This design comes from an exercise in tuning for small area and a short achievable clock period on the open sky130 flow, not from production work.
Only simulation tests tie the RTL to the original design; equivalence was not proved.
Power is estimated from default activity; no workload was simulated.

Design enc_bridge_top, start of the top module:
module enc_bridge_top
(
    input  logic                        clk,
    input  logic                        rst,
    input  logic [34:0]                 i_req,
    output logic [32:0]                 o_rsp,
    input  logic [5:0]                  i_param_sel,
    output logic [4:0]                  o_enc_in,
    input  logic [8:0]                  i_enc_out,
    output logic [67:0]                 o_conf
);
Size: about 7300 cells after synthesis, ~3200 flip-flops, about 160 I/O pins, roughly 0.12 mm^2 of cells after synthesis.
clock: 5.5 ns
lec_check: 0
cap_margin: 20
core_margin: 2
core_utilization: 60
cts_cluster_diameter: 80
cts_cluster_size: 24
setup_slack_margin: 2.9
slew_margin: 20
tns_end_percent: 20
run.sh (not shown) runs the stock make flow with config.mk's settings and CLKGATE_MAP_FILE= SYNTH_SCRIPT=/design/flow/synth_recipe.tcl, a recipe that flattens the netlist after the stock synthesis.
Next try:
==> flow/flow/run.sh (new file) <==
#!/bin/bash
# The standard layout (standard.sh) with two changes to how cells are
# picked: the platform's delay cells are kept out of the layout (port
# buffering and timing repair otherwise use them as plain buffers on input
# and output paths, where they only add delay), and timing repair may resize
# a cell to one of another width (the platform only lets it pick cells of the
# same width). Placement is legalised after each repair as usual.
set -euo pipefail
cat >> config.mk <<'MK'
export DONT_USE_CELLS += sky130_fd_sc_hd__clkdlybuf4s15_1 sky130_fd_sc_hd__clkdlybuf4s15_2 sky130_fd_sc_hd__clkdlybuf4s18_1 sky130_fd_sc_hd__clkdlybuf4s18_2 sky130_fd_sc_hd__clkdlybuf4s25_1 sky130_fd_sc_hd__clkdlybuf4s25_2 sky130_fd_sc_hd__clkdlybuf4s50_1 sky130_fd_sc_hd__clkdlybuf4s50_2 sky130_fd_sc_hd__dlygate4sd1_1 sky130_fd_sc_hd__dlygate4sd2_1 sky130_fd_sc_hd__dlygate4sd3_1 sky130_fd_sc_hd__dlymetal6s2s_1 sky130_fd_sc_hd__dlymetal6s4s_1 sky130_fd_sc_hd__dlymetal6s6s_1
MK
# The platform sets MATCH_CELL_FOOTPRINT in its config.mk; make's command line
# outranks it
sed 's/CLKGATE_MAP_FILE= /CLKGATE_MAP_FILE= MATCH_CELL_FOOTPRINT=0 /' standard.sh > standard_nofp.sh
grep -q 'MATCH_CELL_FOOTPRINT=0' standard_nofp.sh
bash standard_nofp.sh > standard_flow.log 2>&1
==> flow/standard.sh (new file) <==
#!/bin/bash
# synth_recipe.tcl (not shown) runs the flow's synth.tcl, then flattens the netlist and writes it again
# the make line also repeats each setting of config.mk as NAME=value (left out here)
make -C /OpenROAD-flow-scripts/flow DESIGN_CONFIG=/design/flow/config.mk WORK_HOME=/design/flow/orfs CLKGATE_MAP_FILE= SYNTH_SCRIPT=/design/flow/synth_recipe.tcl "${@:-finish}"
--- a/flow/config.mk
+++ b/flow/config.mk
@@ -8,5 +8,5 @@
 export CAP_MARGIN = 20
 export CORE_MARGIN = 2
-export CORE_UTILIZATION = 60
+export CORE_UTILIZATION = 70
 export CTS_CLUSTER_DIAMETER = 80
 export CTS_CLUSTER_SIZE = 24
@@ -14,2 +14,3 @@
 export SLEW_MARGIN = 20
 export TNS_END_PERCENT = 20
+export DONT_USE_CELLS += sky130_fd_sc_hd__clkdlybuf4s15_1 sky130_fd_sc_hd__clkdlybuf4s15_2 sky130_fd_sc_hd__clkdlybuf4s18_1 sky130_fd_sc_hd__clkdlybuf4s18_2 sky130_fd_sc_hd__clkdlybuf4s25_1 sky130_fd_sc_hd__clkdlybuf4s25_2 sky130_fd_sc_hd__clkdlybuf4s50_1 sky130_fd_sc_hd__clkdlybuf4s50_2 sky130_fd_sc_hd__dlygate4sd1_1 sky130_fd_sc_hd__dlygate4sd2_1 sky130_fd_sc_hd__dlygate4sd3_1 sky130_fd_sc_hd__dlymetal6s2s_1 sky130_fd_sc_hd__dlymetal6s4s_1 sky130_fd_sc_hd__dlymetal6s6s_1
removed: flow/run.sh
Routed wire length fell by 5.2%.
Setup slack is worse by 48 ps.
Clock-buffer cell count goes up by 6.
Area after synthesis hardly moves.
Die area went down by 14%.
Sequential power stays flat.
Total power shrinks by 1.1%.
Critical path depth is unchanged.
Next try:
==> flow/run.sh (new file) <==
#!/bin/bash
# synth_recipe.tcl (not shown) runs the flow's synth.tcl, then flattens the netlist and writes it again
# the make line also repeats each setting of config.mk as NAME=value (left out here)
make -C /OpenROAD-flow-scripts/flow DESIGN_CONFIG=/design/flow/config.mk WORK_HOME=/design/flow/orfs CLKGATE_MAP_FILE= SYNTH_SCRIPT=/design/flow/synth_recipe.tcl finish
==> flow/config.mk (replaced) <==
export PLATFORM = sky130hd
export DESIGN_NAME = enc_bridge_top
export DESIGN_NICKNAME = enc_bridge_top
export VERILOG_FILES = /design/flow/design.v
export SDC_FILE = /design/flow/constraint.sdc
export NUM_CORES = 4
export LEC_CHECK = 0
export CAP_MARGIN = 20
export CORE_MARGIN = 2
export CORE_UTILIZATION = 60
export CTS_CLUSTER_DIAMETER = 80
export CTS_CLUSTER_SIZE = 24
export SETUP_SLACK_MARGIN = 2.9
export SLEW_MARGIN = 20
export TNS_END_PERCENT = 100
removed: flow/flow/run.sh
removed: flow/standard.sh
Effect: The changed run finished with timing, DRC and antenna clean. Fmax goes up by 6.1%. Final cell count goes up by 3.8%. Clock-buffer cell count goes down by 16. Worst hold slack barely changes. Power goes up by 1.2%. Clock skew goes down by 5.7 ps. Utilization goes down by 9.4 points. Area after synthesis is about the same. First-iteration DRC count goes down by 19%. Die area goes up by 17%.


Starting RTL as in the previous note.
// enc_bridge_top
module enc_bridge_top
(
    input  logic                        clk,
    input  logic                        rst,
    input  logic [34:0]                 i_req,
    output logic [32:0]                 o_rsp,
    input  logic [5:0]                  i_param_sel,
    output logic [4:0]                  o_enc_in,
    input  logic [8:0]                  i_enc_out,
    output logic [67:0]                 o_conf
);
    localparam int AW = 8;
    enc_bridge_pkg::wb_req_t     req;
    enc_bridge_pkg::enc_out_t    enc_out;
    enc_bridge_pkg::block_conf_t conf;
    assign req     = i_req;
    assign enc_out = i_enc_out;
    assign o_conf  = conf;
    logic access;
    logic rx_push;
    logic ack;
    logic ack_out;
    logic rden;
    enc_bridge_ctrl u_ctrl (
        .clk       (clk),
        .rst       (rst),
        .i_req     (req),
        .o_ack     (ack),
        .o_ack_out (ack_out),
        .o_rden    (rden),
        .o_access  (access),
        .o_rx_push (rx_push)
    );
    block_conf_rom u_conf_rom (
        .clk    (clk),
        .rst    (rst),
        .i_sel  (i_param_sel),
        .o_conf (conf)
    );
    enc_bridge_pkg::rx_entry_t rx_wdata;
    enc_bridge_pkg::rx_entry_t rx_rdata;
    enc_bridge_pkg::rx_entry_t rx_head;       
    enc_bridge_pkg::rx_entry_t rx_head_d;
    logic [15:0]               rx_w_lo_n;     
    logic [15:0]               rx_w_hi;       
    logic [AW:0]               rx_cnt;        
    logic [AW:0]               rx_cnt_q;      
    logic                      rx_inc_q, rx_dec_q;
    logic                      rx_empty, rx_one, rx_full;
    logic                      rx_wr, rx_pop, rx_pop_d, rx_last;
    logic                      rx_wok;        
    logic                      drain_active, drain_d;
    logic [4:0]                enc_in_q;
    logic [2:0]                rx_rdata_lo;   
    logic                      rx_rdata_eof;
    logic [AW:0]               rx_old;        
  ...
export LEC_CHECK = 0
export CAP_MARGIN = 20
export CORE_MARGIN = 2
export CORE_UTILIZATION = 60
export CTS_CLUSTER_DIAMETER = 80
export CTS_CLUSTER_SIZE = 24
export SETUP_SLACK_MARGIN = 2.9
export SLEW_MARGIN = 20
export TNS_END_PERCENT = 20
create_clock -name core_clock -period 5.5 [get_ports {clk}]
standard.sh (not shown) runs the stock make flow with config.mk's settings and CLKGATE_MAP_FILE= SYNTH_SCRIPT=/design/flow/synth_recipe.tcl, a recipe that flattens the netlist after the stock synthesis.
==> flow/flow/run.sh <==
#!/bin/bash
# The standard layout (standard.sh) with two changes to how cells are
# picked: the platform's delay cells are kept out of the layout (port
# buffering and timing repair otherwise use them as plain buffers on input
# and output paths, where they only add delay), and timing repair may resize
# a cell to one of another width (the platform only lets it pick cells of the
# same width). Placement is legalised after each repair as usual.
set -euo pipefail
cat >> config.mk <<'MK'
export DONT_USE_CELLS += sky130_fd_sc_hd__clkdlybuf4s15_1 sky130_fd_sc_hd__clkdlybuf4s15_2 sky130_fd_sc_hd__clkdlybuf4s18_1 sky130_fd_sc_hd__clkdlybuf4s18_2 sky130_fd_sc_hd__clkdlybuf4s25_1 sky130_fd_sc_hd__clkdlybuf4s25_2 sky130_fd_sc_hd__clkdlybuf4s50_1 sky130_fd_sc_hd__clkdlybuf4s50_2 sky130_fd_sc_hd__dlygate4sd1_1 sky130_fd_sc_hd__dlygate4sd2_1 sky130_fd_sc_hd__dlygate4sd3_1 sky130_fd_sc_hd__dlymetal6s2s_1 sky130_fd_sc_hd__dlymetal6s4s_1 sky130_fd_sc_hd__dlymetal6s6s_1
MK
# The platform sets MATCH_CELL_FOOTPRINT in its config.mk; make's command line
# outranks it
sed 's/CLKGATE_MAP_FILE= /CLKGATE_MAP_FILE= MATCH_CELL_FOOTPRINT=0 /' standard.sh > standard_nofp.sh
grep -q 'MATCH_CELL_FOOTPRINT=0' standard_nofp.sh
bash standard_nofp.sh > standard_flow.log 2>&1
Then changed:
==> flow/run.sh (new file) <==
#!/bin/bash
# synth_recipe.tcl (not shown) runs the flow's synth.tcl, then flattens the netlist and writes it again
# the make line also repeats each setting of config.mk as NAME=value (left out here)
make -C /OpenROAD-flow-scripts/flow DESIGN_CONFIG=/design/flow/config.mk WORK_HOME=/design/flow/orfs CLKGATE_MAP_FILE= SYNTH_SCRIPT=/design/flow/synth_recipe.tcl finish
==> flow/config.mk (replaced) <==
export PLATFORM = sky130hd
export DESIGN_NAME = enc_bridge_top
export DESIGN_NICKNAME = enc_bridge_top
export VERILOG_FILES = /design/flow/design.v
export SDC_FILE = /design/flow/constraint.sdc
export NUM_CORES = 4
export LEC_CHECK = 0
export CAP_MARGIN = 20
export CORE_MARGIN = 2
export CORE_UTILIZATION = 70
export CTS_CLUSTER_DIAMETER = 80
export CTS_CLUSTER_SIZE = 24
export SETUP_SLACK_MARGIN = 2.9
export SLEW_MARGIN = 20
export TNS_END_PERCENT = 20
removed: flow/flow/run.sh
removed: flow/standard.sh
Result: Clock skew came out lower by 0.014 ns; via count came out higher by 1.6%; cell area came out higher by 0.48%; non-clock buffer count came out lower by 22; clock power came out lower by about 3%.

what the ideal ports hide:
Ports are ideal in the flow. The routed layouts listed here were re-timed in OpenROAD.
Step 1 assumes that a clkbuf_16 drives the clock port and a buf_2 every other input.
Step 2 adds t to the input delays and takes it off the output delays; t is the mean of the earliest and latest rising clock arrival at the registers after step 1. Input paths then give back, and output paths get back, about the clock's delay inside the block.
a / b / c = ideal ports / drivers / drivers and shift; a / b = the first two.
| run | shift t [ns] | slack for setup (ns) | cell pins on the clock port's net |
|---|---|---|---|
| the first run of note 1 | 0.947 | 2.719 / 2.719 / 1.931 | 1 |
| the second run of note 1 | 0.926 | 2.671 / 2.671 / 1.838 | 1 |
| the third run of note 1 | 0.931 | 2.835 / 2.835 / 2.004 | 1 |
| the first run of note 2 | 0.926 | 2.632 / 2.632 / 1.916 | 1 |
| the second run of note 2 | 0.921 | 2.616 / 2.604 / 1.882 | 1 |
After both steps setup and hold are still met in every run listed. The setup slack of the second run of note 1, which loses most, moves by 0.000 ns with the drivers and by -0.833 ns with both steps.
